Context: an optimization exercise on an open-source flow, tuned for small area and few clock cycles. The choices shown serve that exercise and are no tape-out recipe.
RTL that was checked went through simulation tests only; none was proved equivalent to the original.
The RTL of run 2 was laid out without a check of its function.
No activity file was given, so power comes from the tool's default toggle rates.

$ cat flow/run.sh
#!/bin/bash
# The standard layout (standard.sh: ORFS synthesis to finish), with two changes:
# - clock tree: no dummy loads at the leaves, leaf clusters of up to 25 sinks
#   within 100 um, clkbuf_16 buffers;
# - port buffers: buf_1 instead of the default choice.
# The full make output goes to standard.log here; each ORFS step's own log is
# under orfs/logs/.
set -euo pipefail
export CTS_ARGS="-sink_clustering_enable -repair_clock_nets -buf_list sky130_fd_sc_hd__clkbuf_16 -sink_clustering_size 25 -sink_clustering_max_diameter 100 -dont_use_dummy_load"
export BUFFER_PORTS_ARGS="-buffer_cell sky130_fd_sc_hd__buf_1"
bash standard.sh finish > standard.log 2>&1
$ cat config.mk
export PLATFORM = sky130hd
export DESIGN_NAME = brace_bracket_match_checker
export DESIGN_NICKNAME = brace_bracket_match_checker
export VERILOG_FILES = /design/flow/design.v
export SDC_FILE = /design/flow/constraint.sdc
export NUM_CORES = 4
export LEC_CHECK = 0
export CAP_MARGIN = 20
export CELL_PAD_IN_SITES_DETAIL_PLACEMENT = 2
export CELL_PAD_IN_SITES_GLOBAL_PLACEMENT = 2
export CORE_MARGIN = 2
export CORE_UTILIZATION = 40
export CTS_BUF_LIST = sky130_fd_sc_hd__clkbuf_16
export CTS_CLUSTER_DIAMETER = 100
export CTS_CLUSTER_SIZE = 25
export PLACE_DENSITY = 0.45
export SETUP_SLACK_MARGIN = 0.2
export SLEW_MARGIN = 20
export SYNTH_HIERARCHICAL = 1
export SYNTH_MINIMUM_KEEP_SIZE = 0
$ cat design.v
module bmc_ao22 (
    input  logic i_a1,
    input  logic i_a2,
    input  logic i_b1,
    input  logic i_b2,
    output logic o_x
);
    assign o_x = (i_a1 & i_a2) | (i_b1 & i_b2);
endmodule
module bmc_aoi222 (
    input  logic i_a1,
    input  logic i_a2,
    input  logic i_b1,
    input  logic i_b2,
    input  logic i_c1,
    input  logic i_c2,
    output logic o_y
);
    assign o_y = !((i_a1 & i_a2) | (i_b1 & i_b2) | (i_c1 & i_c2));
endmodule
module bmc_nand4 (
    input  logic [3:0] i_a,
    output logic       o_y
);
    assign o_y = !(&i_a);
endmodule
module bmc_nand2 (
    input  logic [1:0] i_a,
    output logic       o_y
);
    assign o_y = !(&i_a);
endmodule
module bmc_nand3 (
    input  logic [2:0] i_a,
    output logic       o_y
);
    assign o_y = !(&i_a);
endmodule
module bmc_nor2 (
    input  logic [1:0] i_a,
    output logic       o_y
);
    assign o_y = !(|i_a);
endmodule
module bmc_rowctl (
    input  logic i_npush_req,   
    input  logic i_full,        
    input  logic i_npop_req,    
    input  logic i_empty,       
    output logic o_push,
    output logic o_pop,
    output logic o_hold
);
    bmc_nor2 u_push (.i_a({i_npush_req, i_full}), .o_y(o_push));
    bmc_nor2 u_pop  (.i_a({i_npop_req, i_empty}), .o_y(o_pop));
    bmc_nor2 u_hold (.i_a({o_push, o_pop}), .o_y(o_hold));
endmodule
module brace_bracket_match_checker (
    input  logic        i_clk,
    input  logic        i_rst_n,
    input  logic        i_valid,
    output logic        o_stall,
    input  logic        i_op,
    input  logic [15:0] i_char_code,
    output logic        o_valid,
    input  logic        i_stall,
    output logic [1:0]  o_error_kind,
    output logic [15:0] o_line_number,
    output logic [15:0] o_column_number,
    output logic        o_last_of_run
);
    localparam int DEPTH = 32;
    logic [15:0] r_line;
    logic [15:0] r_col;       
    logic        r_pend;      
    logic        r_comment;
    logic        r_bslash;
    logic [5:0]  r_bdepth;
    logic [5:0]  r_kdepth;
    logic        r_err;       
    logic        r_ovf;       
    logic        r_drain;     
    logic [15:0] pos_col;
    logic [31:0] wpos;
    logic        is_nl, is_bs, is_pc, is_lb, is_rb, is_lk, is_rk;
    logic        act;
    logic        push_b, pop_b, push_k, pop_k, eod, cmd;
    logic        b_full, k_full, b_empty, k_empty;
    logic        accept, take;
    assign pos_col = !r_pend ? r_col : ((r_col == 16'hFFFF) ? r_col : r_col + 16'd1);
    assign wpos    = {r_line, pos_col};
    assign is_nl = (i_char_code == 16'h000A);
    assign is_bs = (i_char_code == 16'h005C);
    assign is_pc = (i_char_code == 16'h0025);
    assign is_lb = (i_char_code == 16'h007B);
    assign is_rb = (i_char_code == 16'h007D);
    assign is_lk = (i_char_code == 16'h005B);
    assign is_rk = (i_char_code == 16'h005D);
    assign act    = !i_op && !r_comment && !r_bslash;
    assign push_b = act && is_lb;
    assign pop_b  = act && is_rb;
    assign push_k = act && is_lk;
    assign pop_k  = act && is_rk;
    assign eod    = i_op;
    assign cmd    = push_b || pop_b || push_k || pop_k || eod;
    logic        b_one, k_one, last;
    logic        b_err, inc_b, dec_b, inc_k, dec_k;
    assign b_full  = r_bdepth[5];
    assign k_full  = r_kdepth[5];
    assign b_empty = (r_bdepth == 6'd0);
    assign k_empty = (r_kdepth == 6'd0);
    assign b_one   = (r_bdepth == 6'd1);
    assign k_one   = (r_kdepth == 6'd1);
    assign last    = (b_one && k_empty) || (b_empty && k_one);
    assign o_valid = r_err || r_drain;
    assign take    = o_valid && !i_stall;
    assign o_stall = r_drain ? cmd : (r_err && i_stall);
    assign accept  = i_valid && !o_stall;
    assign b_err = (push_b && b_full) || (pop_b && b_empty) || (push_k && k_full);
    assign inc_b = accept && push_b && !b_full;
    assign dec_b = (accept && pop_b && !b_empty) || (r_drain && take && !b_empty);
    assign inc_k = accept && push_k && !k_full;
    assign dec_k = (accept && pop_k && !k_empty) || (r_drain && take && b_empty);
    always_ff @(posedge i_clk) begin
        if (!i_rst_n) begin
            r_line    <= '0;
            r_col     <= '0;
            r_pend    <= 1'b0;
            r_comment <= 1'b0;
            r_bslash  <= 1'b0;
            r_bdepth  <= '0;
            r_kdepth  <= '0;
            r_err     <= 1'b0;
            r_drain   <= 1'b0;
        end else begin
            if (inc_b)      r_bdepth <= r_bdepth + 6'd1;
            else if (dec_b) r_bdepth <= r_bdepth - 6'd1;
            if (inc_k)      r_kdepth <= r_kdepth + 6'd1;
            else if (dec_k) r_kdepth <= r_kdepth - 6'd1;
            if (r_drain) begin
                if (take && last) r_drain <= 1'b0;
            end else begin
                if (take) r_err <= 1'b0;
                if (accept) begin
                    if (b_err) r_err <= 1'b1;
                    if (eod) r_drain <= !b_empty || !k_empty;
                end
            end
            if (accept) begin
                if (eod || is_nl) begin
                    r_col     <= '0;
                    r_pend    <= 1'b0;
                    r_comment <= 1'b0;
                    r_bslash  <= 1'b0;
                end else begin
                    r_col  <= pos_col;
                    r_pend <= 1'b1;
                    if (!r_comment) begin
                        r_bslash <= is_bs;
                        if (!r_bslash && is_pc) r_comment <= 1'b1;
                    end
                end
                if (eod) r_line <= '0;
                else if (is_nl && r_line != 16'hFFFF) r_line <= r_line + 16'd1;
            end
        end
    end
    always_ff @(posedge i_clk) begin
        if (accept) r_ovf <= !is_rb;
    end
    logic        r_phase;
    logic [31:0] wq;
    logic [31:0] top;
    logic [31:0] b_ent [DEPTH];
    logic [31:0] k_ent [DEPTH];
    assign wq  = wpos ^ {32{r_phase}};
    assign top = (b_empty ? k_ent[0] : b_ent[0]) ^ {32{r_phase}};
    always_ff @(posedge i_clk) begin
        if (!i_rst_n) r_phase <= 1'b0;
        else          r_phase <= !r_phase;
    end
    logic b_push_req, b_pop_req, k_push_req, k_pop_req;
    assign b_push_req = accept && push_b;
    assign b_pop_req  = (accept && pop_b) || (r_drain && take);
    assign k_push_req = accept && push_k;
    assign k_pop_req  = (accept && pop_k) || (r_drain && take && b_empty);
    for (genvar i = 0; i < DEPTH; i++) begin : g_row
        logic [31:0] b_d;
        logic [31:0] k_d;
        logic        b_push, b_pop, b_hold;
        logic        k_push, k_pop, k_hold;
        bmc_rowctl u_bctl (.i_npush_req(!b_push_req), .i_full(b_full), .i_npop_req(!b_pop_req),
                           .i_empty(b_empty), .o_push(b_push), .o_pop(b_pop), .o_hold(b_hold));
        bmc_rowctl u_kctl (.i_npush_req(!k_push_req), .i_full(k_full), .i_npop_req(!k_pop_req),
                           .i_empty(k_empty), .o_push(k_push), .o_pop(k_pop), .o_hold(k_hold));
        for (genvar j = 0; j < 32; j++) begin : g_bit
            bmc_aoi222 u_b (
                .i_a1 (i == 0 ? wq[j] : b_ent[i-1][j]),        .i_a2 (b_push),
                .i_b1 (i == DEPTH-1 ? b_ent[i][j] : b_ent[i+1][j]), .i_b2 (b_pop),
                .i_c1 (b_ent[i][j]),                              .i_c2 (b_hold),
                .o_y  (b_d[j])
            );
            bmc_aoi222 u_k (
                .i_a1 (i == 0 ? wq[j] : k_ent[i-1][j]),        .i_a2 (k_push),
                .i_b1 (i == DEPTH-1 ? k_ent[i][j] : k_ent[i+1][j]), .i_b2 (k_pop),
                .i_c1 (k_ent[i][j]),                              .i_c2 (k_hold),
                .o_y  (k_d[j])
            );
        end
        always_ff @(posedge i_clk) begin
            b_ent[i] <= b_d;
            k_ent[i] <= k_d;
        end
    end
    always_comb begin
        if (r_drain) begin
            o_error_kind  = b_empty ? 2'd2 : 2'd1;
            o_last_of_run = last;
            {o_line_number, o_column_number} = top;
        end else begin
            o_error_kind    = r_ovf ? 2'd3 : 2'd0;
            o_last_of_run   = 1'b1;
            o_line_number   = r_line;
            o_column_number = r_col;
        end
    end
endmodule
$ cat standard.sh
#!/bin/bash
# synth_recipe.tcl (not shown) runs the flow's synth.tcl, then flattens the netlist and writes it again
# the make line also repeats each setting of config.mk as NAME=value (left out here)
make -C /OpenROAD-flow-scripts/flow DESIGN_CONFIG=/design/flow/config.mk WORK_HOME=/design/flow/orfs CLKGATE_MAP_FILE= SYNTH_SCRIPT=/design/flow/synth_recipe.tcl "${@:-finish}"
$ cat constraint.sdc
create_clock -name core_clock -period 8.0 [get_ports {i_clk}]
set_input_delay 1.6000 -clock core_clock [delete_from_list [all_inputs] [get_ports {i_clk}]]
set_output_delay 1.6000 -clock core_clock [all_outputs]
set_load 0.01 [all_outputs]
==> run summary, run 1 <==
TritonCTS clock tree done; Combinational Power Share 0.079; fillers about 16k; Min-Delay Path Class flip-flop to flip-flop; Most used DFF post-synth dfxtp_1; post-synth top area cell dfxtp_1; clock buffer depth 3; count of different cell masters after synthesis 71; Post-Route Skew 0.0758 ns; Max Cap Viol 0; Worst-Skew Late Latency 0.75 ns; Area Overhead vs Synth 10.7%; Avg Vias per Cell 7.02; Final setup viols 0; NumNets Final 5230; final period demand of the worst path 4.99 ns; Critical Path Start Type flip-flop; H-Tree Level Count 3; Final Hold Viols 0; CP max stage cell buf_4; initial antenna violation count 0; top-area cell type share of the netlist area 0.625; CTS Buf Count 95; Synth Cell Area roughly 0.067 mm2; Syn Inst Count approximately 4.9k; switching pwr 5290 uW; hold wc startpoint k_ent[30][2]$_DFF_P_; Via Count a little over 50k; Critical Path Sink Type output port; PortBufs between 50 and 60; hpwl dp 138000 um; first-pass GRT wire length 312000 um; commonest cells in the netlist dfxtp_1, a222oi_1, nor2_1; clk slew on worst S/H paths 0.10 ns; CP top delay family buffers and inverters; CTS resizes 0; asr flop ratio synth 0; Core ar. between 0.15 and 0.2 mm2; hold_buf cts 0; Worst path most repeated cell buf_4; Vert. Die Dim 414 um; DRC 0; syn_area_per_cell 13.7 um2; RSZ-0062 raised after global routing false; DR iter-0 viols a little under 9k; WS Path Type flip-flop to output port; CTS sink count 2099; Die Area 0.171 mm2; Clk pwr share 0.259; Initial Util 0.402; CP max stage delay 0.57 ns; total grt overflow 0; switch share 0.256; Setup Fix Bufs, Post-CTS 0; most numerous cell in the Yosys netlist dfxtp_1; worst path bufs/invs 3; register share of total power 0.661; register area share after synthesis 0.626; Worst slew margin 0.268; Antenna Cells 0; layout cell share with drive strength beyond 1 0.101; Crit path arrival time 3.39 ns; placed instance count approximately 7.3k; Hold WS between 0.4 and 0.5 ns; total wire length 197000 um; CTS root buf clkbuf_16; Pins Over Slew Limit 0; Wirelength per Cell 26.6 um; fmax 200 MHz; vias in the first global route 52.6k; Int Pwr 15400 uW; gr usage total 0.218; Worst Setup SP r_bdepth[2]$_SDFFE_PN0P_; number of synthesized flops with an enable pin 1; Critical R2R Launch r_drain$_SDFF_PN0_; drt pass-1 iters 13; syn_nets 4917; RD Place Congestion 0.831; Leakage 0.0251 uW; Final Cycle Share 0.624; site row count 150; status finished clean; Power Density 278 mW/mm2; peak supply drop ~190 uV; Final Non-Filler Cells 7401; post-route ant nets 0; I/O pin count 58; Synth Register Bits 2099; sequence of cells on the critical path nor4_1 > buf_4 > and2_4 > buf_4 > mux2i_1 > xnor2_1 > mux2_2 > buf_1; largest net degree at the start of global routing 66; TNS Setup 0 ns; Critical Path RT approximately 6.4 ns; Yosys Warn Count 11; Power Total 20600 uW; Least-Margin Pin Slew 1.09 ns; critical path peak fanout 34; die width 414 um; Area contributors post-synth dfxtp_1, a222oi_1, nor2_1
==> worst register-to-register path, cell delays in order, from the launching register on <==
cell and delay (ns):
dfxtp_2 0.31, buf_4 0.53, a21oi_1 0.14, nand4_1 0.56, nor2_1 0.16, a21oi_4 0.57, nor2_2 0.31, buf_4 0.35
nor2_1 0.69, buf_4 0.42, a222oi_1 0.17
==> logic make-up after synthesis <==
| logic type | synth area share |
|---|---|
| AOI/OAI and AO/OA | 0.317 |
| xor gates and xnor gates | 0.00991 |
| adders and majority gates | 0.00186 |
| buffers and inverters | 0.00348 |
| DFF | 0.626 |
| muxes | 0.0122 |
| and+or+nand+nor | 0.0296 |
==> Yosys stat by module, one instance, submodules excluded, excerpt <==
module | cell area [um2] | flops+latches | cells inside
bmc_aoi222 | 10.0 | 0 | 1
bmc_nor2 | 3.75 | 0 | 1
brace_bracket_match_checker | 45900 | 2099 | 2646
==> area by class of cell <==
type                            count  area, um2  area share
Timing Repair Buffer              260       1760      0.0237
Multi-Input combinational cell   2734      25400       0.341
Sequential cell                  2099      42000       0.565
Tap cell                         2204       2760      0.0371
Clock buffer                       95       2380      0.0320
Inverter                            9       33.8    0.000454
==> routing by layer <==
metal	global-route usage	up-vias	share of wire
met5	0	-	0
li1	-	24300	-
met4	0.0783	0	0.035
met3	0.0226	226	0.029
met1	0.293	26600	0.48
met2	0.364	821	0.46
==> cell usage in the layout, fill, tap and decap left out, types with 4 or more instances in the layout <==
cell type / synthesis / layout
a21oi_1: 37 / 36
a222oi_1: 2048 / 2048
a31oi_1: 6 / 6
and3_1: 9 / 9
and4_1: 5 / 5
buf_1: 5 / 57
buf_4: 4 / 201
clkbuf_16: 0 / 95
dfxtp_1: 2098 / 2094
ha_1: 10 / 10
inv_1: 8 / 8
mux2_2: 33 / 33
mux2i_1: 45 / 45
nand2_1: 51 / 50
nand2b_1: 8 / 8
nand3_1: 20 / 20
nand3b_1: 4 / 4
nand4_1: 17 / 17
nor2_1: 210 / 47
nor2_2: 0 / 151
nor2_4: 0 / 12
nor2b_1: 5 / 5
nor3_1: 9 / 9
nor3b_1: 4 / 4
nor4_1: 11 / 11
o211ai_1: 4 / 4
o21a_1: 5 / 5
o21ai_0: 11 / 11
o21ai_1: 10 / 10
o31a_1: 5 / 5
o31ai_1: 9 / 9
or2_2: 5 / 5
or3_1: 4 / 4
or4_1: 21 / 21
xnor2_1: 48 / 47
xor2_1: 28 / 28
==> power by group through the flow <==
stage / clock, uW / sequential, uW / combinational (uW)
global route: 5940 / 13900 / 1840
global placement: 0 / 13800 / 1550
CTS: 5580 / 13700 / 1650
detailed placement: 0 / 13900 / 1640
floorplan: 0 / 13300 / 1410
finish: 5350 / 13700 / 1640
==> path summary, 6_finish.rpt <==
path	end	slack, ns	cells after the start
setup / recovery	o_line_number[2]	3.01	8
hold / removal	k_ent[29][2]$_DFF_P_	0.43	1
setup reg to reg	b_ent[29][24]$_DFF_P_	3.70	10
hold reg to reg	k_ent[29][2]$_DFF_P_	0.43	1
==> through the flow <==
stage	worst slack (ns)	utilization	area [um2]
finish	3.01	0.445	74400
CTS	2.61	0.445	74300
floorplan	1.51	-	67100
global route	2.65	0.445	74400
detailed placement	1.87	0.431	71900
global placement	2.10	0.430	71900
==> state kept, by name, summed over array words and instances, names as in the netlist, 6 cells and up <==
name and cells:
r_line 16, r_kdepth 6, r_bdepth 6, r_col 16
k_ent 1024, b_ent 1024
Testbench counts, summed over its fixed seeds: cycles 126,441.
==> run 2, diff against run 1 <==
--- a/design.v
+++ b/design.v
@@ -187,23 +187,27 @@
     for (genvar i = 0; i < DEPTH; i++) begin : g_row
         logic [31:0] b_d;
         logic [31:0] k_d;
-        logic        b_push, b_pop, b_hold;
-        logic        k_push, k_pop, k_hold;
-        bmc_rowctl u_bctl (.i_npush_req(!b_push_req), .i_full(b_full), .i_npop_req(!b_pop_req),
-                           .i_empty(b_empty), .o_push(b_push), .o_pop(b_pop), .o_hold(b_hold));
-        bmc_rowctl u_kctl (.i_npush_req(!k_push_req), .i_full(k_full), .i_npop_req(!k_pop_req),
-                           .i_empty(k_empty), .o_push(k_push), .o_pop(k_pop), .o_hold(k_hold));
+        logic [1:0]  b_push, b_pop, b_hold;
+        logic [1:0]  k_push, k_pop, k_hold;
+        for (genvar h = 0; h < 2; h++) begin : g_half
+            bmc_rowctl u_bctl (.i_npush_req(!b_push_req), .i_full(b_full), .i_npop_req(!b_pop_req),
+                               .i_empty(b_empty), .o_push(b_push[h]), .o_pop(b_pop[h]),
+                               .o_hold(b_hold[h]));
+            bmc_rowctl u_kctl (.i_npush_req(!k_push_req), .i_full(k_full), .i_npop_req(!k_pop_req),
+                               .i_empty(k_empty), .o_push(k_push[h]), .o_pop(k_pop[h]),
+                               .o_hold(k_hold[h]));
+        end
         for (genvar j = 0; j < 32; j++) begin : g_bit
             bmc_aoi222 u_b (
-                .i_a1 (i == 0 ? wq[j] : b_ent[i-1][j]),        .i_a2 (b_push),
-                .i_b1 (i == DEPTH-1 ? b_ent[i][j] : b_ent[i+1][j]), .i_b2 (b_pop),
-                .i_c1 (b_ent[i][j]),                              .i_c2 (b_hold),
+                .i_a1 (i == 0 ? wq[j] : b_ent[i-1][j]),        .i_a2 (b_push[j/16]),
+                .i_b1 (i == DEPTH-1 ? b_ent[i][j] : b_ent[i+1][j]), .i_b2 (b_pop[j/16]),
+                .i_c1 (b_ent[i][j]),                              .i_c2 (b_hold[j/16]),
                 .o_y  (b_d[j])
             );
             bmc_aoi222 u_k (
-                .i_a1 (i == 0 ? wq[j] : k_ent[i-1][j]),        .i_a2 (k_push),
-                .i_b1 (i == DEPTH-1 ? k_ent[i][j] : k_ent[i+1][j]), .i_b2 (k_pop),
-                .i_c1 (k_ent[i][j]),                              .i_c2 (k_hold),
+                .i_a1 (i == 0 ? wq[j] : k_ent[i-1][j]),        .i_a2 (k_push[j/16]),
+                .i_b1 (i == DEPTH-1 ? k_ent[i][j] : k_ent[i+1][j]), .i_b2 (k_pop[j/16]),
+                .i_c1 (k_ent[i][j]),                              .i_c2 (k_hold[j/16]),
                 .o_y  (k_d[j])
             );
         end
==> run 2 against run 1 <==
  * Still clean on timing, DRC and antenna
  * Worst setup slack got worse by 0.41 ns
  * Clock power fell by 0.7%
  * Die area rose by 0.60%
  * Largest power group unchanged
==> run summary, run 2 <==
Avg Vias per Cell 6.85 (-2.4%); GRT busiest layer met2; die width 415 um (+0.30%); total wire length 185000 um (-6.2%); M3 GR Usage 0.0205 (-0.00205); post-route ant nets 0 (unchanged); CTS resizes 0 (unchanged); hpwl dp 132000 um (-4.3%); fmax 185 MHz (-7.5%); vias in the first global route 52.4k (-0.29%); Final Cycle Share 0.675 (+0.0508); largest net degree at the start of global routing 55 (-17%); RD Place Congestion 0.764 (-8.1%); PortBufs 57 (unchanged); CTS Buf Count 94 (-1.1%); Setup Fix Bufs, Post-CTS 0 (unchanged); Worst-Skew Late Latency 0.74 ns (about the same); gr usage total 0.201 (-0.0169); hold_buf cts 0 (unchanged); layout cell share with drive strength beyond 1 0.0754 (-0.0255); Critical Path RT 8.61 ns (+2.21 ns); Synth Cell Area 0.0676 mm2 (+0.61%); Via Count 51.6k (-0.60%); Syn Inst Count 5048 (+3.3%); most numerous cell in the Yosys netlist dfxtp_1; clock buffer depth 3 (unchanged); Most used DFF post-synth dfxtp_1; commonest cells in the netlist dfxtp_1, a222oi_1, nor2_1; Least-Margin Pin Slew 1.10 ns (+0.0124 ns); register area share after synthesis 0.622 (-0.00379); peak supply drop 201 uV (+5.4%); site row count 150 (unchanged); clk slew on worst S/H paths 0.10 ns (about the same); commonest non-fill, non-tap cell in the layout dfxtp_1; top flop regs b_ent: 1024 flops, k_ent: 1024 flops; Area contributors post-synth dfxtp_1, a222oi_1, nor2_1; DRC 0 (unchanged); asr flop ratio synth 0 (unchanged); R2R setup slack 3.02 ns (-0.68 ns); NumNets Final 5367 (+2.6%); CTS sink count 2099 (unchanged); Die Area 0.172 mm2 (+0.60%); Crit path arrival time 6.01 ns (+2.62 ns); WS Path Type input port to flip-flop; top-area cell type share of the netlist area 0.622 (-0.00379); Final setup viols 0 (unchanged); Core ar. 0.167 mm2 (+0.23%); DR iter-0 viols 8087 (-7.8%); critical path peak fanout 33 (-2.9%); most frequent cells in the layout dfxtp_1, a222oi_1, nor2_1, buf_4, clkbuf_16; Post-Route Skew 0.0539 ns (-0.0219 ns); Vert. Die Dim 415 um (+0.30%); Max Cap Viol 0 (unchanged); drt pass-1 iters 14 (+1); cell area after layout 0.0743 mm2 (about the same); TritonCTS clock tree done; Power Density 244 mW/mm2 (-12%); placed cell areas 0.0717 mm2 (-0.33%); number of synthesized flops with an enable pin 1 (unchanged); Leakage 0.0251 uW (about the same); Yosys Warn Count 11 (unchanged); Initial Util 0.404 (+0.00154); count of different cell masters after synthesis 63 (-11%); Min-Delay Path Class flip-flop to flip-flop; first-pass GRT wire length 299000 um (-4.3%); Critical Path Start Type input port; syn_area_per_cell 13.4 um2 (-2.6%); Area Overhead vs Synth 9.96%; Final Hold Viols 0 (unchanged); Min-Delay Path Depth 1 (unchanged); Synth Register Bits 2099 (unchanged); I/O pin count 58 (unchanged); FF-to-FF path depth 9 (-1); CTS root buf clkbuf_16; Wirelength per Cell 24.5 um (-7.9%); Pins Over Slew Limit 0 (unchanged); final period demand of the worst path 5.40 ns (+0.406 ns); Worst slew margin 0.262 (-0.00576); syn_nets 5079 (+3.3%); H-Tree Level Count 3 (unchanged); Critical Path Sink Type flip-flop; Global Route met1 Usage 0.281 (-0.0124); met2 GRT Util 0.340 (-0.0235); post-synth top area cell dfxtp_1; TNS Setup 0 ns (unchanged); status finished clean; initial antenna violation count 1 (+1); total grt overflow 0 (unchanged); RSZ-0062 raised after global routing false
## run 2: Yosys stat by module, one instance, submodules excluded, a selection
module,copies in the design,cells inside
bmc_nor2,384,1
brace_bracket_match_checker,1,2616
bmc_aoi222,2048,1
## run 2: layout make-up
class	instances	area (um2)
multi-input cells	2900	25600
repair buffers	225	1510
diodes	1	2.50
clock buffers	94	2350
fillers	16400	93100
flip-flops and latches	2099	42000
inverters	16	62.6
well taps	2204	2760
## run 2: worst paths after layout
kind	start	endpoint
worst min-delay path	b_ent[29][0]$_DFF_P_	b_ent[28][0]$_DFF_P_
worst min register to register	b_ent[29][0]$_DFF_P_	b_ent[28][0]$_DFF_P_
worst max-delay path	i_op	b_ent[21][19]$_DFF_P_
worst max register to register	r_drain$_SDFF_PN0_	b_ent[21][19]$_DFF_P_
## run 2: power by group
part | switching [uW] | internal [uW] | total [uW]
clock network | 3200 | 2110 | 5310
logic | 234 | 534 | 768
registers | 767 | 11300 | 12000
total | 4200 | 13900 | 18100
## run 2: routing by layer
metal,wire [um],vias up
met1,91900,26200
met5,0,-
met3,4800,150
met4,2900,0
met2,85000,650
li1,-,24700
## run 2: metrics by stage
step	setup slack, ns	instances	total power, uW	utilization	hold WS, ns
after global placement	1.80	7433	13000	0.428	0.450
after detailed placement	1.72	7436	13100	0.428	0.459
after global routing	2.22	7538	18900	0.444	0.463
after CTS	2.48	7530	18400	0.442	0.445
after floorplan	1.53	5048	12600	-	0.443
final	2.60	7539	18100	0.444	0.440
## run 2: cells by family (layout without fill, tap and decap cells)
family	count (synthesis)	in the layout	synth area share
AO/OA/AOI/OAI	2134	2134	0.312
XOR/XNOR	87	87	0.0113
adder cells (fa/ha/maj)	10	10	0.00185
buffers and inverters	49	335	0.00309
flip-flops	2099	2099	0.622
multiplexers	71	71	0.0111
other	0	1	0
AND/OR/NAND/NOR	598	598	0.0388
## run 2: worst max-delay path, cell delays in order
cell and delay (ns):
buf_1 0.21, nor3_1 0.29, nand4bb_1 0.31, o31ai_1 0.75
inv_2 0.52, buf_4 0.46, nor2_1 0.83, nor2_1 0.48
a222oi_1 0.45
==> run 3, diff against run 2 <==
--- a/design.v
+++ b/design.v
@@ -43,17 +43,23 @@
     assign o_y = !(|i_a);
 endmodule
 module bmc_rowctl (
-    input  logic i_npush_req,   
-    input  logic i_full,        
-    input  logic i_npop_req,    
-    input  logic i_empty,       
+    input  logic i_push_req,    
+    input  logic i_nfull,       
+    input  logic i_pop_req,     
+    input  logic i_nempty,      
     output logic o_push,
     output logic o_pop,
     output logic o_hold
 );
-    bmc_nor2 u_push (.i_a({i_npush_req, i_full}), .o_y(o_push));
-    bmc_nor2 u_pop  (.i_a({i_npop_req, i_empty}), .o_y(o_pop));
+    bmc_and2 u_push (.i_a({i_push_req, i_nfull}), .o_x(o_push));
+    bmc_and2 u_pop  (.i_a({i_pop_req, i_nempty}), .o_x(o_pop));
     bmc_nor2 u_hold (.i_a({o_push, o_pop}), .o_y(o_hold));
+endmodule
+module bmc_and2 (
+    input  logic [1:0] i_a,
+    output logic       o_x
+);
+    assign o_x = &i_a;
 endmodule
 module brace_bracket_match_checker (
     input  logic        i_clk,
@@ -190,11 +196,11 @@
         logic [1:0]  b_push, b_pop, b_hold;
         logic [1:0]  k_push, k_pop, k_hold;
         for (genvar h = 0; h < 2; h++) begin : g_half
-            bmc_rowctl u_bctl (.i_npush_req(!b_push_req), .i_full(b_full), .i_npop_req(!b_pop_req),
-                               .i_empty(b_empty), .o_push(b_push[h]), .o_pop(b_pop[h]),
+            bmc_rowctl u_bctl (.i_push_req(b_push_req), .i_nfull(!b_full), .i_pop_req(b_pop_req),
+                               .i_nempty(!b_empty), .o_push(b_push[h]), .o_pop(b_pop[h]),
                                .o_hold(b_hold[h]));
-            bmc_rowctl u_kctl (.i_npush_req(!k_push_req), .i_full(k_full), .i_npop_req(!k_pop_req),
-                               .i_empty(k_empty), .o_push(k_push[h]), .o_pop(k_pop[h]),
+            bmc_rowctl u_kctl (.i_push_req(k_push_req), .i_nfull(!k_full), .i_pop_req(k_pop_req),
+                               .i_nempty(!k_empty), .o_push(k_push[h]), .o_pop(k_pop[h]),
                                .o_hold(k_hold[h]));
         end
         for (genvar j = 0; j < 32; j++) begin : g_bit
==> run 3 against run 2 <==
  * Still clean on timing, DRC and antenna
  * Synthesized cell count grew 0.57%
  * Sequential share of layout area grew 0.065 points
  * Cell count shrank 0.97%
  * Flip-flop and latch count is the same
  * Non-clock buffer count shrank 108
  * Count of clock-buffer cells in the layout is the same
  * Largest power group unchanged
  * Highest routed layer unchanged
==> run summary, run 3 <==
Synth Cell Area 0.0684 mm2 (+1.2%); initial antenna violation count 1 (unchanged); top-area cell type share of the netlist area 0.614 (-0.00760); Vert. Die Dim 418 um (+0.61%); gr usage total 0.210 (+0.00855); RSZ-0062 raised after global routing false; largest net degree at the start of global routing 52 (-5.5%); Power Density 250 mW/mm2 (+2.6%); Die Area 0.174 mm2 (+1.2%); Crit path arrival time 6.03 ns (+0.02 ns); register area share after synthesis 0.615 (-0.00760); Final setup viols 0 (unchanged); number of synthesized flops with an enable pin 1 (unchanged); WS Path Type input port to flip-flop; Worst slew margin 0.234 (-0.0283); CTS sink count 2099 (unchanged); fmax 185 MHz (-0.25%); RD Place Congestion 0.765 (+0.16%); most numerous cell in the Yosys netlist dfxtp_1; Critical Path Start Type input port; drt pass-1 iters 13 (-1); switching pwr 4420 uW (+5.2%); Max Cap Viol 0 (unchanged); asr flop ratio synth 0 (unchanged); Worst-Skew Late Latency 0.74 ns (about the same); register share of total power 0.664 (about the same); Combinational Power Share 0.049 (+0.007); vias in the first global route 53.6k (+2.2%); final period demand of the worst path 5.41 ns (+0.0136 ns); peak supply drop 162 uV (-19%); H-Tree Level Count 3 (unchanged); FF-to-FF path depth 8 (-1); post-synth top area cell dfxtp_1; top flop regs b_ent: 1024 flops, k_ent: 1024 flops; syn_area_per_cell 13.5 um2 (+0.66%); most frequent cells in the layout dfxtp_1, a222oi_1, and2_1, nor2_1, clkbuf_16; Area Overhead vs Synth 8.47%; final core occ 0.437 (-0.00647); Post-Route Skew 0.0675 ns (+0.0136 ns); Core ar. 0.170 mm2 (+1.3%); critical path peak fanout 32 (-3.0%); Critical R2R Launch r_bslash$_SDFFE_PN0P_; site row count 151 (+0.67%); Antenna Cells 0 (-1); Avg Vias per Cell 7.02 (+2.4%); die width 418 um (+0.61%); total wire length 194000 um (+5.0%); commonest cells in the netlist dfxtp_1, a222oi_1, and2_1; Pins Over Slew Limit 0 (unchanged); Final Cycle Share 0.677 (+0.00170); Via Count 52.4k (+1.4%); total grt overflow 0 (unchanged); Wirelength per Cell 26.0 um (+6.1%); CTS root buf clkbuf_16; clock buffer depth 3 (unchanged); Min-Delay Path Depth 1 (unchanged); Setup Fix Bufs, Post-CTS 0 (unchanged); R2R setup slack 3.39 ns (+0.37 ns); DRC 0 (unchanged); syn_nets 5108 (+0.57%); Synth Register Bits 2099 (unchanged); count of different cell masters after synthesis 71 (+13%); Syn Inst Count 5077 (+0.57%); Int Pwr 14100 uW (+1.6%); TritonCTS clock tree done; CP max stage delay 0.83 ns (about the same); layout cell share with drive strength beyond 1 0.0513 (-0.0241); sequence of cells on the critical path buf_1 > nor4b_4 > nand4b_1 > or2_0 > o21ai_4 > buf_4 > and2_1 > nor2_1 > a222oi_1; CTS Buf Count 94 (unchanged); Min-Delay Path Class flip-flop to flip-flop; Critical Path RT 8.62 ns (about the same); clk slew on worst S/H paths 0.10 ns (about the same); Least-Margin Pin Slew 1.15 ns (+0.0423 ns); Hold Path Sink b_ent[26][25]$_DFF_P_; Area contributors post-synth dfxtp_1, a222oi_1, and2_1; reg-to-reg endpoint k_ent[24][27]$_DFF_P_; PortBufs 57 (unchanged); Most used DFF post-synth dfxtp_1; TNS Setup 0 ns (unchanged); hpwl dp 138000 um (+4.0%); hold wc startpoint b_ent[27][25]$_DFF_P_; switch share 0.238 (+0.00622); Initial Util 0.403 (-0.000425); status finished clean; hold_buf cts 0 (unchanged); first-pass GRT wire length 311000 um (+4.0%); NumNets Final 5281 (-1.6%); post-route ant nets 0 (unchanged); CTS resizes 0 (unchanged); Critical Path Sink Type flip-flop; I/O pin count 58 (unchanged); DR iter-0 viols 8488 (+5.0%); Final Hold Viols 0 (unchanged); CP max stage cell o21ai_4; Yosys Warn Count 11 (unchanged); Clk pwr share 0.287 (-0.006); commonest non-fill, non-tap cell in the layout dfxtp_1; Leakage 0.0249 uW (-0.76%)
run 3: final cells by class:
class	instances	area (um2)
fillers	16700	95500
flip-flops and latches	2099	42000
multi-input cells	2920	26300
well taps	2218	2780
clock buffers	94	2350
repair buffers	117	668
inverters	18	67.6
run 3: worst max path at each step:
stage | start | to | slack [ns] | cells past startpoint
final | i_op | k_ent[24][27]$_DFF_P_ | 2.59 | 9
after CTS | i_op | k_ent[28][26]$_DFF_P_ | 2.55 | 9
after floorplan | i_op | k_ent[0][4]$_DFF_P_ | 2.03 | 9
after global routing | i_char_code[13] | k_ent[24][27]$_DFF_P_ | 2.26 | 9
after detailed placement | i_op | k_ent[28][26]$_DFF_P_ | 1.78 | 9
after global placement | i_char_code[9] | k_ent[28][18]$_DFF_P_ | 1.93 | 9
run 3: kinds of logic after synthesis:
family	Yosys count	synth area share
simple gates	600	0.0478
mux	67	0.0103
flops	2099	0.615
compound gates	2150	0.310
fa+ha+maj	10	0.00183
xor+xnor	93	0.0119
buf+inv	58	0.00364
run 3: metal layers:
metal | GRT usage | part of all wire | vias to the layer above
met5 | 0 | 0 | -
met1 | 0.291 | 0.49 | 26900
met2 | 0.356 | 0.47 | 708
li1 | - | - | 24500
met3 | 0.0185 | 0.026 | 193
met4 | 0.0466 | 0.021 | 0
run 3: through the flow:
step / cell area (um2) / cells / total power [uW] / hold slack, ns / setup slack [ns]
after floorplan: 68400 / 5077 / 13000 / 0.443 / 2.03
after global placement: 71700 / 7369 / 13400 / 0.451 / 1.93
after detailed placement: 71700 / 7370 / 13500 / 0.460 / 1.78
after CTS: 74100 / 7464 / 18800 / 0.461 / 2.55
after global routing: 74200 / 7466 / 19400 / 0.490 / 2.26
final: 74200 / 7466 / 18600 / 0.461 / 2.59
run 3: power groups by stage:
stage | clock [uW] | combinational, uW | sequential [uW]
after floorplan | 0 | 796 | 12200
after global placement | 0 | 862 | 12500
after detailed placement | 0 | 911 | 12600
after CTS | 5520 | 917 | 12300
after global routing | 5900 | 1020 | 12500
final | 5320 | 911 | 12300
run 3: critical path: cells and delay by family:
family          cells  cell delay, ns
simple gates        5            2.38
compound gates      2            1.26
buf+inv             2            0.72
run 3: per-module statistics from Yosys (local to each module, per instance), a selection:
module / cells inside / area, um2 / copies in the design
bmc_and2: 1 / 6.26 / 256
bmc_aoi222: 1 / 10.0 / 2048
bmc_nor2: 1 / 3.75 / 128
brace_bracket_match_checker: 2645 / 45800 / 1
Testbench counts of run 3, summed over its fixed seeds: cycles 126,441.
==> run 4, diff against run 3 <==
==> flow/run.sh (replaced) <==
#!/bin/bash
# The standard layout (standard.sh: ORFS synthesis to finish), with two changes:
# - clock tree: no dummy loads at the leaves, leaf clusters of up to 16 sinks
#   within 70 um, clkbuf_8 buffers sized by their full max capacitance;
# - port buffers: buf_1 instead of the default choice.
# The full make output goes to standard.log here; each ORFS step's own log is
# under orfs/logs/.
set -euo pipefail
export CTS_ARGS="-sink_clustering_enable -repair_clock_nets -buf_list sky130_fd_sc_hd__clkbuf_8 -sink_clustering_size 16 -sink_clustering_max_diameter 70 -sink_buffer_max_cap_derate 1.0 -dont_use_dummy_load"
export BUFFER_PORTS_ARGS="-buffer_cell sky130_fd_sc_hd__buf_1"
bash standard.sh finish > standard.log 2>&1
==> run 4 against run 3 <==
  * Critical path type is now flip-flop to output port
  * Still clean
  * Area after synthesis is the same
  * Worst setup slack gained 0.24 ns
  * Wire length grew 0.45%
  * Register-to-register slack gained 0.06 ns
  * Sequential power is essentially flat
==> run summary, run 4 <==
clock buffer depth 3 (unchanged); Worst slew margin 0.238 (+0.00429); GRT busiest layer met2; Die Area 0.174 mm2 (unchanged); syn_area_per_cell 13.5 um2 (unchanged); Syn Inst Count 5077 (unchanged); Final setup viols 0 (unchanged); Most used DFF post-synth dfxtp_1; register area share after synthesis 0.615 (unchanged); fillers 16.7k (+0.11%); Final Hold Viols 0 (unchanged); CTS resizes 0 (unchanged); Worst-Skew Late Latency 0.95 ns (+0.21 ns); I/O pin count 58 (unchanged); hpwl dp 138000 um (unchanged); RD Place Congestion 0.765 (unchanged); Synth Register Bits 2099 (unchanged); Critical Path Start Type flip-flop; gr usage total 0.212 (+0.00162); Critical Path Sink Type output port; Final Cycle Share 0.647 (-0.0301); Setup Fix Bufs, Post-CTS 0 (unchanged); WS Path Type flip-flop to output port; Avg Vias per Cell 6.98 (-0.48%); CTS sink count 2099 (unchanged); commonest non-fill, non-tap cell in the layout dfxtp_1; Yosys Warn Count 11 (unchanged); die width 418 um (unchanged); Wirelength per Cell 25.8 um (-0.49%); peak supply drop 195 uV (+20%); NumNets Final 5344 (+1.2%); CTS root buf clkbuf_8; initial antenna violation count 3 (+2); most numerous cell in the Yosys netlist dfxtp_1; Via Count 52.6k (+0.46%); DR iter-0 viols 8372 (-1.4%); footprint of the multi-input gates 0.0263 mm2 (about the same); critical path peak fanout 36 (+13%); commonest cells in the netlist dfxtp_1, a222oi_1, and2_1; total wire length 195000 um (+0.45%); top flop regs b_ent: 1024 flops, k_ent: 1024 flops; PortBufs 57 (unchanged); most frequent cells in the layout dfxtp_1, a222oi_1, and2_1, clkbuf_8, nor2_1; Post-Route Skew 0.0894 ns (+0.0219 ns); final period demand of the worst path 5.17 ns (-0.240 ns); post-synth top area cell dfxtp_1; DRC 0 (unchanged); asr flop ratio synth 0 (unchanged); top-area cell type share of the netlist area 0.614 (unchanged); vias in the first global route 54.0k (+0.67%); count of different cell masters after synthesis 71 (unchanged); Leakage 0.0249 uW (-0.13%); site row count 151 (unchanged); Vert. Die Dim 418 um (unchanged); Power Density 247 mW/mm2 (-1.4%); TNS Setup 0 ns (unchanged); status finished clean; final core occ 0.436 (-0.00108); number of synthesized flops with an enable pin 1 (unchanged); M3 GR Usage 0.0257 (+0.00720); post-route ant nets 0 (unchanged); total grt overflow 0 (unchanged); Critical Path RT 6.40 ns (-2.22 ns); register area 0.0420 mm2 (unchanged); Pins Over Slew Limit 0 (unchanged); Area Overhead vs Synth 8.20%; met2 GRT Util 0.353 (-0.00234); syn_nets 5108 (unchanged); Least-Margin Pin Slew 1.14 ns (-0.00641 ns); largest net degree at the start of global routing 52 (unchanged); Initial Util 0.403 (unchanged); TritonCTS clock tree done; Min-Delay Path Class flip-flop to flip-flop; drt pass-1 iters 15 (+2); H-Tree Level Count 4 (+1); Synth Cell Area 0.0684 mm2 (unchanged); fmax 193 MHz (+4.6%); Crit path arrival time 3.57 ns (-2.46 ns); Core ar. 0.170 mm2 (unchanged); Global Route met1 Usage 0.290 (-0.000733); first-pass GRT wire length 311000 um (+0.23%); Max Cap Viol 0 (unchanged); hold_buf cts 0 (unchanged); CTS Buf Count 156 (+66%); Area contributors post-synth dfxtp_1, a222oi_1, and2_1; clk slew on worst S/H paths 0.10 ns (about the same); layout cell share with drive strength beyond 1 0.0623 (+0.0111); RSZ-0062 raised after global routing false
[run 4: worst max-delay path, cell delays in order (launching register included)]
cell	delay (ns)
dfxtp_1	0.41
nor4_2	0.42
and2_2	0.21
buf_4	0.58
mux2i_1	0.29
xnor2_1	0.15
nand2_1	0.11
o21ai_0	0.24
buf_1	0.21
[run 4: routing by layer]
metal  vias to the layer above  part of all wire
met5                         -                 0
met4                         0             0.019
met3                       226             0.031
met2                       814              0.46
met1                     26900              0.49
li1                      24700                 -
[run 4: layout make-up]
cell class	instances	share of cell area
Clock buffer	156	0.0290
Timing Repair Buffer	118	0.00913
Inverter	18	0.000913
Tap cell	2218	0.0375
Antenna cell	7	0.000237
Multi-Input combinational cell	2920	0.355
Sequential cell	2099	0.568
[run 4: path summary, 6_finish.rpt]
check,startpoint,to,slack [ns],cells past startpoint
max,r_bdepth[3]$_SDFFE_PN0P_,o_column_number[4],2.83,8
min,b_ent[14][28]$_DFF_P_,b_ent[13][28]$_DFF_P_,0.43,1
max reg2reg,r_bslash$_SDFFE_PN0P_,k_ent[24][21]$_DFF_P_,3.45,8
min reg2reg,b_ent[14][28]$_DFF_P_,b_ent[13][28]$_DFF_P_,0.43,1
[run 4: stage by stage]
stage          instance area [um2]  power (uW)  hold WS (ns)  instances  setup WS (ns)
6_report                     74000       18300         0.427       7536           2.83
5_1_grt                      74000       19100         0.447       7532           2.51
4_1_cts                      73900       18500         0.428       7526           2.73
3_5_place_dp                 71700       13500         0.460       7370           1.78
3_3_place_gp                 71700       13400         0.451       7369           1.93
2_1_floorplan                68400       13000         0.443       5077           2.03
[run 4: per-module statistics from Yosys (local to each module, per instance), excerpt]
module	copies in the design	cells inside
brace_bracket_match_checker	1	2645
bmc_nor2	128	1
bmc_and2	256	1
bmc_aoi222	2048	1
[run 4: kinds of logic (layout without fill, tap and decap cells)]
family,count (synthesis),after routing,share of synthesized area
simple gates,600,600,0.0478
compound gates,2150,2150,0.310
xor+xnor,93,93,0.0119
other cells,0,7,0
buf+inv,58,292,0.00364
mux,67,67,0.0103
fa+ha+maj,10,10,0.00183
flops,2099,2099,0.615
[run 4: report_power, final]
| part | switching [uW] | total (uW) | internal (uW) |
|---|---|---|---|
| registers | 920 | 12300 | 11400 |
| logic | 283 | 909 | 626 |
| clock network | 3280 | 5030 | 1750 |
==> run 5, diff against run 4 <==
--- a/design.v
+++ b/design.v
@@ -43,16 +43,14 @@
     assign o_y = !(|i_a);
 endmodule
 module bmc_rowctl (
-    input  logic i_push_req,    
-    input  logic i_nfull,       
-    input  logic i_pop_req,     
-    input  logic i_nempty,      
+    input  logic i_npush,       
+    input  logic i_npop,        
     output logic o_push,
     output logic o_pop,
     output logic o_hold
 );
-    bmc_and2 u_push (.i_a({i_push_req, i_nfull}), .o_x(o_push));
-    bmc_and2 u_pop  (.i_a({i_pop_req, i_nempty}), .o_x(o_pop));
+    bmc_inv  u_push (.i_a(i_npush), .o_y(o_push));
+    bmc_inv  u_pop  (.i_a(i_npop), .o_y(o_pop));
     bmc_nor2 u_hold (.i_a({o_push, o_pop}), .o_y(o_hold));
 endmodule
 module bmc_and2 (
@@ -60,6 +58,12 @@
     output logic       o_x
 );
     assign o_x = &i_a;
+endmodule
+module bmc_inv (
+    input  logic i_a,
+    output logic o_y
+);
+    assign o_y = !i_a;
 endmodule
 module brace_bracket_match_checker (
     input  logic        i_clk,
@@ -185,23 +189,16 @@
         if (!i_rst_n) r_phase <= 1'b0;
         else          r_phase <= !r_phase;
     end
-    logic b_push_req, b_pop_req, k_push_req, k_pop_req;
-    assign b_push_req = accept && push_b;
-    assign b_pop_req  = (accept && pop_b) || (r_drain && take);
-    assign k_push_req = accept && push_k;
-    assign k_pop_req  = (accept && pop_k) || (r_drain && take && b_empty);
     for (genvar i = 0; i < DEPTH; i++) begin : g_row
         logic [31:0] b_d;
         logic [31:0] k_d;
         logic [1:0]  b_push, b_pop, b_hold;
         logic [1:0]  k_push, k_pop, k_hold;
         for (genvar h = 0; h < 2; h++) begin : g_half
-            bmc_rowctl u_bctl (.i_push_req(b_push_req), .i_nfull(!b_full), .i_pop_req(b_pop_req),
-                               .i_nempty(!b_empty), .o_push(b_push[h]), .o_pop(b_pop[h]),
-                               .o_hold(b_hold[h]));
-            bmc_rowctl u_kctl (.i_push_req(k_push_req), .i_nfull(!k_full), .i_pop_req(k_pop_req),
-                               .i_nempty(!k_empty), .o_push(k_push[h]), .o_pop(k_pop[h]),
-                               .o_hold(k_hold[h]));
+            bmc_rowctl u_bctl (.i_npush(!inc_b), .i_npop(!dec_b), .o_push(b_push[h]),
+                               .o_pop(b_pop[h]), .o_hold(b_hold[h]));
+            bmc_rowctl u_kctl (.i_npush(!inc_k), .i_npop(!dec_k), .o_push(k_push[h]),
+                               .o_pop(k_pop[h]), .o_hold(k_hold[h]));
         end
         for (genvar j = 0; j < 32; j++) begin : g_bit
             bmc_aoi222 u_b (
--- a/config.mk
+++ b/config.mk
@@ -9,11 +9,11 @@
 export CELL_PAD_IN_SITES_DETAIL_PLACEMENT = 2
 export CELL_PAD_IN_SITES_GLOBAL_PLACEMENT = 2
 export CORE_MARGIN = 2
-export CORE_UTILIZATION = 40
+export CORE_UTILIZATION = 47
 export CTS_BUF_LIST = sky130_fd_sc_hd__clkbuf_16
 export CTS_CLUSTER_DIAMETER = 100
 export CTS_CLUSTER_SIZE = 25
-export PLACE_DENSITY = 0.45
+export PLACE_DENSITY = 0.52
 export SETUP_SLACK_MARGIN = 0.2
 export SLEW_MARGIN = 20
 export SYNTH_HIERARCHICAL = 1
==> run 5 against run 4 <==
  * Highest routed layer unchanged
  * Combinational power increased to 2.5 times the previous value
  * Flip-flop and latch count unchanged
  * Sequential share of layout area increased by 1.2 points
  * Die area decreased by 16%
  * Count of clock-buffer cells in the layout decreased by 3
  * Power increased by 24%
  * Critical endpoint is now o_stall
  * Via count decreased by 1.7%
==> run summary, run 5 <==
Leakage 0.0267 uW (+7.1%); Via Count 51.7k (-1.7%); Wirelength per Cell 25.5 um (-1.5%); top flop regs b_ent: 1024 flops, k_ent: 1024 flops; fmax 187 MHz (-3.0%); Synth Register Bits 2099 (unchanged); Critical Path Start Type input port; WL met3 5730 um (-5.3%); syn_area_per_cell 13.4 um2 (-0.73%); Die Area 0.147 mm2 (-16%); H-Tree Level Count 4 (unchanged); RD Place Congestion 0.787 (+2.9%); die width 383 um (-8.3%); CP max stage cell or4_1; length of routed wiring on met1 84100 um (-11%); post-synth top area cell dfxtp_1; syn_nets 5080 (-0.55%); metal2 WL 88700 um (-1.7%); Area contributors post-synth dfxtp_1, a222oi_1, inv_1; number of synthesized flops with an enable pin 1 (unchanged); Pins Over Slew Limit 0 (unchanged); Syn Inst Count 5049 (-0.55%); Worst-Skew Late Latency 0.90 ns (-0.05 ns); first-pass GRT wire length 295000 um (-5.1%); Final Cycle Share 0.667 (+0.0203); pre-CTS WS 2.02 ns (+0.238 ns); RSZ-0062 raised after global routing false; largest net degree at the start of global routing 70 (+35%); critical path peak fanout 9 (-75%); layout cell share with drive strength beyond 1 0.0543 (-0.00805); total grt overflow 0 (unchanged); Setup Fix Bufs, Post-CTS 0 (unchanged); DRC 0 (unchanged); WS Path Type input port to output port; highest metal used met4; NumNets Final 5284 (-1.1%); asr flop ratio synth 0 (unchanged); fillers 13.7k (-18%); hpwl dp 128000 um (-6.8%); register area share after synthesis 0.623 (+0.00798); Worst slew margin 0.213 (-0.0246); CP max stage delay 0.73 ns (+0.15 ns); Core ar. 0.143 mm2 (-16%); Max Cap Viol 0 (unchanged); worst path bufs/invs 2 (unchanged); DR iter-0 viols 8159 (-2.5%); post-route ant nets 0 (unchanged); peak supply drop 201 uV (+3.2%); most frequent cells in the layout dfxtp_1, a222oi_1, inv_1, clkbuf_8, nor2_1; commonest cells in the netlist dfxtp_1, a222oi_1, inv_1; Min-Delay Path Class flip-flop to flip-flop; count of different cell masters after synthesis 63 (-11%); final worst setup slack 2.66 ns (-0.163 ns); status finished clean; gr usage total 0.236 (+0.0247); Synth Cell Area 0.0675 mm2 (-1.3%); CTS resizes 0 (unchanged); Power Density 312 mW/mm2 (+26%); CTS sink count 2099 (unchanged); Area Overhead vs Synth 7.31%; site row count 139 (-7.9%); Crit path arrival time 3.74 ns (+0.17 ns); sequence of cells on the critical path buf_1 > or4_1 > or4_1 > or2_2 > a31oi_1 > buf_1; final period demand of the worst path 5.34 ns (+0.163 ns); Post-Route Skew 0.0585 ns (-0.0309 ns); Final setup viols 0 (unchanged); clk slew on worst S/H paths 0.10 ns (about the same); total wire length 182000 um (-6.4%); Avg Vias per Cell 7.23 (+3.5%); Final Hold Viols 0 (unchanged); CTS Buf Count 153 (-1.9%); top-area cell type share of the netlist area 0.622 (+0.00798); Vert. Die Dim 383 um (-8.3%); drt pass-1 iters 12 (-3); Most used DFF post-synth dfxtp_1; hold_buf cts 0 (unchanged); I/O pin count 58 (unchanged); most numerous cell in the Yosys netlist dfxtp_1; Initial Util 0.472 (+0.0686); CTS root buf clkbuf_8; Critical Path RT 6.40 ns (about the same); Least-Margin Pin Slew 1.18 ns (+0.0367 ns); Critical Path Sink Type output port; Yosys Warn Count 11 (unchanged); vias in the first global route 53.2k (-1.4%); initial antenna violation count 2 (-1); Hold WS 0.462 ns (+0.0354 ns); PortBufs 57 (unchanged); commonest non-fill, non-tap cell in the layout dfxtp_1; CP top delay family simple AND/OR/NAND/NOR gates; TritonCTS clock tree done; TNS Setup 0 ns (unchanged); clock buffer depth 3 (unchanged)
run 5: cell type report:
class	count	area, um2	share of cell area
Sequential cell	2099	42000	0.580
Multi-Input combinational cell	2644	24500	0.338
Tap cell	1903	2380	0.0329
Clock buffer	153	2110	0.0291
Inverter	268	1010	0.0139
Timing Repair Buffer	87	439	0.00606
Antenna cell	1	2.50	0.0000345
run 5: through the flow:
| stage | cell area [um2] | cells | utilization | power [uW] |
|---|---|---|---|---|
| final | 72500 | 7155 | 0.506 | 22600 |
| after CTS | 72300 | 7146 | 0.505 | 22800 |
| after floorplan | 67500 | 5049 | - | 16700 |
| after global placement | 70200 | 6993 | 0.490 | 17600 |
| after detailed placement | 70200 | 6993 | 0.490 | 17900 |
| after global routing | 72500 | 7155 | 0.506 | 23800 |
run 5: layer usage:
metal	vias to the layer above	global-route usage
met5	-	0
met1	26500	0.310
met4	0	0.0601
met2	823	0.413
li1	24200	-
met3	235	0.0264
run 5: cell families after synthesis:
| group | after synthesis | synth area share |
|---|---|---|
| AO/OA/AOI/OAI | 2141 | 0.312 |
| flip-flops | 2099 | 0.623 |
| AND/OR/NAND/NOR | 336 | 0.0240 |
| buffers and inverters | 306 | 0.0172 |
| XOR/XNOR | 87 | 0.0113 |
| multiplexers | 70 | 0.0109 |
| adder cells (fa/ha/maj) | 10 | 0.00185 |
run 5: worst reg2reg max path, delay by kind of cell (launching register included):
family | cells | cell delay [ns]
AND/OR/NAND/NOR | 4 | 2.43
flip-flops | 1 | 0.33
AO/OA/AOI/OAI | 1 | 0.42
buffers and inverters | 4 | 1.22
run 5: Yosys stat by module (local to each module, per instance), excerpt:
module                       flip-flops and latches  cells inside  copies in the design  area, um2
bmc_inv                                           0             1                   256       3.75
bmc_nor2                                          0             1                   128       3.75
bmc_aoi222                                        0             1                  2048       10.0
brace_bracket_match_checker                    2099          2617                     1      45600
run 5: path summary, 6_finish.rpt:
check | startpoint | end | slack, ns | cells past startpoint
min | b_ent[10][10]$_DFF_P_ | b_ent[9][10]$_DFF_P_ | 0.46 | 1
min reg2reg | b_ent[10][10]$_DFF_P_ | b_ent[9][10]$_DFF_P_ | 0.46 | 1
max reg2reg | r_comment$_SDFFE_PN0N_ | k_ent[0][22]$_DFF_P_ | 3.49 | 9
max | i_char_code[9] | o_stall | 2.66 | 6
run 5: report_power, final:
group / internal, uW / total [uW] / leakage, uW / switching, uW
clock network: 1720 / 4910 / 0.00110 / 3190
registers: 13000 / 15400 / 0.0187 / 2400
logic: 1630 / 2310 / 0.00688 / 678
Testbench counts of run 5, summed over its fixed seeds: cycles 126,441.
==> run 6, diff against run 5 <==
--- a/config.mk
+++ b/config.mk
@@ -9,11 +9,11 @@
 export CELL_PAD_IN_SITES_DETAIL_PLACEMENT = 2
 export CELL_PAD_IN_SITES_GLOBAL_PLACEMENT = 2
 export CORE_MARGIN = 2
-export CORE_UTILIZATION = 47
+export CORE_UTILIZATION = 40
 export CTS_BUF_LIST = sky130_fd_sc_hd__clkbuf_16
 export CTS_CLUSTER_DIAMETER = 100
 export CTS_CLUSTER_SIZE = 25
-export PLACE_DENSITY = 0.52
+export PLACE_DENSITY = 0.45
 export SETUP_SLACK_MARGIN = 0.2
 export SLEW_MARGIN = 20
 export SYNTH_HIERARCHICAL = 1
==> run 6 against run 5 <==
  * Still clean on timing, DRC and antenna
  * Design area up 0.62%
  * Combinational power down 2%
  * Critical path depth up 4
  * Critical path type is now input port to flip-flop
==> run summary, run 6 <==
WL met3 5360 um (-6.5%); most numerous cell in the Yosys netlist dfxtp_1; length of routed wiring on met1 87500 um (+4.0%); TNS Setup 0 ns (unchanged); peak supply drop 221 uV (+10%); register area 0.0420 mm2 (unchanged); CP max stage delay 0.79 ns (+0.06 ns); Synth Cell Area 0.0675 mm2 (unchanged); critical path peak fanout 36 (+27); Power Density 311 mW/mm2 (-0.49%); top-area cell type share of the netlist area 0.622 (unchanged); Syn Inst Count 5049 (unchanged); first-pass GRT wire length 298000 um (+0.91%); Worst slew margin 0.243 (+0.0296); Core ar. 0.167 mm2 (+17%); final period demand of the worst path 5.39 ns (+0.0574 ns); Setup Fix Bufs, Post-CTS 0 (unchanged); WS Path Type input port to flip-flop; count of different cell masters after synthesis 63 (unchanged); total grt overflow 0 (unchanged); commonest non-fill, non-tap cell in the layout dfxtp_1; vias in the first global route 52.8k (-0.75%); initial antenna violation count 1 (-1); final worst setup slack 2.61 ns (-0.0574 ns); highest metal used met4; Synth Register Bits 2099 (unchanged); Leakage 0.0267 uW (+0.17%); CTS root buf clkbuf_8; Yosys Warn Count 11 (unchanged); switch share 0.278 (+0.000476); NumNets Final 5293 (+0.17%); CP max stage cell nor4_2; placed cell areas 0.0706 mm2 (+0.60%); number of synthesized flops with an enable pin 1 (unchanged); CTS Buf Count 154 (+0.65%); largest net degree at the start of global routing 67 (-4.3%); Avg Vias per Cell 6.83 (-5.5%); Vert. Die Dim 415 um (+8.3%); hpwl dp 130000 um (+1.2%); PortBufs 57 (unchanged); I/O pin count 58 (unchanged); Final Cycle Share 0.674 (+0.00718); Max Cap Viol 0 (unchanged); gr usage total 0.202 (-0.0343); DRC 0 (unchanged); syn_area_per_cell 13.4 um2 (unchanged); Least-Margin Pin Slew 1.13 ns (-0.0442 ns); drt pass-1 iters 14 (+2); register share of total power 0.679 (-0.002); final core occ 0.435 (-0.0707); sequence of cells on the critical path buf_1 > or4_1 > or4_1 > nor4_2 > inv_2 > buf_4 > inv_1 > nor2_1 > buf_4 > a222oi_1; cell area after layout 0.0729 mm2 (+0.62%); top flop regs b_ent: 1024 flops, k_ent: 1024 flops; Min-Delay Path Class flip-flop to flip-flop; syn_nets 5080 (unchanged); RSZ-0062 raised after global routing false; clk slew on worst S/H paths 0.10 ns (about the same); die width 415 um (+8.3%); Area contributors post-synth dfxtp_1, a222oi_1, inv_1; commonest cells in the netlist dfxtp_1, a222oi_1, inv_1; Via Count 51.0k (-1.4%); Area Overhead vs Synth 7.98%; Crit path arrival time 6.20 ns (+2.46 ns); Critical Path Start Type input port; status finished clean; post-synth top area cell dfxtp_1; Hold WS 0.452 ns (-0.0101 ns); Final setup viols 0 (unchanged); H-Tree Level Count 4 (unchanged); layout cell share with drive strength beyond 1 0.0549 (+0.000668); Worst-Skew Late Latency 0.94 ns (+0.04 ns); Post-Route Skew 0.0617 ns (+0.00317 ns); asr flop ratio synth 0 (unchanged); fillers 16.5k (+21%); TritonCTS clock tree done; CTS resizes 0 (unchanged); pre-CTS WS 1.68 ns (-0.343 ns); Wirelength per Cell 24.5 um (-3.7%); RD Place Congestion 0.780 (-0.97%); Die Area 0.172 mm2 (+17%); clock buffer depth 3 (unchanged); Int Pwr 16400 uW (about the same); most frequent cells in the layout dfxtp_1, a222oi_1, inv_1, clkbuf_8, nor2_1; metal2 WL 86600 um (-2.4%); post-route ant nets 0 (unchanged); Combinational Power Share 0.100 (-0.002); switching pwr 6290 uW (+0.30%); DR iter-0 viols 8223 (+0.78%); Critical Path Sink Type flip-flop; Initial Util 0.403 (-0.0684); register area share after synthesis 0.623 (unchanged); CTS sink count 2099 (unchanged); fmax 185 MHz (-1.1%); Most used DFF post-synth dfxtp_1; Clk pwr share 0.220 (+0.003); total wire length 183000 um (+0.51%); Final Hold Viols 0 (unchanged); Critical Path RT 8.81 ns (+2.41 ns); site row count 150 (+7.9%); hold_buf cts 0 (unchanged); Pins Over Slew Limit 0 (unchanged); footprint of the multi-input gates 0.0245 mm2 (about the same)
[run 6: power groups by stage]
| stage | Combinational [uW] | Sequential (uW) | Clock (uW) |
|---|---|---|---|
| after CTS | 2290 | 15400 | 5230 |
| after detailed placement | 2270 | 15700 | 0 |
| after global routing | 2550 | 15800 | 5610 |
| after global placement | 2140 | 15500 | 0 |
| final | 2270 | 15400 | 4990 |
| after floorplan | 2030 | 14600 | 0 |
[run 6: cell families (layout without fill, tap and decap cells)]
group / count (synthesis) / count (layout) / share of synthesized area
AO/OA/AOI/OAI: 2141 / 2141 / 0.312
flip-flops: 2099 / 2099 / 0.623
AND/OR/NAND/NOR: 336 / 336 / 0.0240
buffers and inverters: 306 / 517 / 0.0172
XOR/XNOR: 87 / 87 / 0.0113
multiplexers: 70 / 70 / 0.0109
adder cells (fa/ha/maj): 10 / 10 / 0.00185
other: 0 / 6 / 0
[run 6: modules after synthesis, one instance, submodules excluded, excerpt]
module                       cells  copies in the design  flops+latches  area (um2)
bmc_aoi222                       1                  2048              0        10.0
brace_bracket_match_checker   2617                     1           2099       45600
bmc_inv                          1                   256              0        3.75
bmc_nor2                         1                   128              0        3.75
[run 6: final cells by class]
| cell class | count | share of cell area |
|---|---|---|
| clock buffers | 154 | 0.0291 |
| repair buffers | 95 | 0.00685 |
| flip-flops and latches | 2099 | 0.577 |
| multi-input cells | 2644 | 0.336 |
| inverters | 268 | 0.0138 |
| well taps | 2204 | 0.0378 |
| diodes | 6 | 0.000206 |
[run 6: through the flow]
step / total power, uW / std cells
floorplan: 16700 / 5049
global route: 23900 / 7465
detailed placement: 17900 / 7301
finish: 22700 / 7470
global placement: 17700 / 7300
CTS: 22900 / 7455
[run 6: critical path: cells and delay by family]
family / cells / cell delay (ns)
compound gates: 1 / 0.30
buf+inv: 5 / 1.81
simple gates: 4 / 2.42
[run 6: worst paths after layout]
kind	from	endpoint	slack, ns	cells after the start
worst max register to register	r_comment$_SDFFE_PN0N_	k_ent[31][12]$_DFF_P_	3.15	9
worst max-delay path	i_char_code[9]	k_ent[31][12]$_DFF_P_	2.61	10
worst min-delay path	b_ent[31][27]$_DFF_P_	b_ent[30][27]$_DFF_P_	0.45	1
worst min register to register	b_ent[31][27]$_DFF_P_	b_ent[30][27]$_DFF_P_	0.45	1
[run 6: layer usage]
metal | global-route usage | vias to the layer above
met1 | 0.269 | 25900
met4 | 0.0508 | 0
li1 | - | 24200
met5 | 0 | -
met2 | 0.346 | 656
met3 | 0.0266 | 234

## re-timing with driven ports
In the flow no input, the clock included, has a driving cell. The finished layouts below were timed again as built, in two steps. Step 1 sets driving cells, clkbuf_16 on the clock port and buf_2 on the other inputs (assumed; they add their load-dependent delay and slew). Step 2 also shifts input and output timing later by t, the mid clock arrival at the registers, as if the neighbouring blocks saw the same clock. Three values: ideal, step 1, step 2; two values: the first two.
run | t (ns) | setup WS [ns] | hold WS [ns] | clock arrival spread, ns
run 1 | 0.793 | 3.006 / 2.923 / 2.279 | 0.431 / 0.431 / 0.431 | 0.076 / 0.076
run 2 | 0.788 | 2.599 / 2.652 / 1.864 | 0.440 / 0.440 / 0.440 | 0.054 / 0.055
run 3 | 0.785 | 2.586 / 2.647 / 1.862 | 0.461 / 0.461 / 0.461 | 0.067 / 0.068
run 4 | 0.980 | 2.826 / 2.752 / 1.900 | 0.427 / 0.427 / 0.427 | 0.090 / 0.089
run 5 | 0.935 | 2.663 / 2.630 / 1.977 | 0.462 / 0.462 / 0.462 | 0.067 / 0.067
run 6 | 0.982 | 2.606 / 2.598 / 1.676 | 0.452 / 0.452 / 0.452 | 0.062 / 0.062
After both steps setup and hold are still met in every run listed. The setup slack of run 6, which loses most, moves by -0.008 ns with the drivers and by -0.930 ns with both steps.
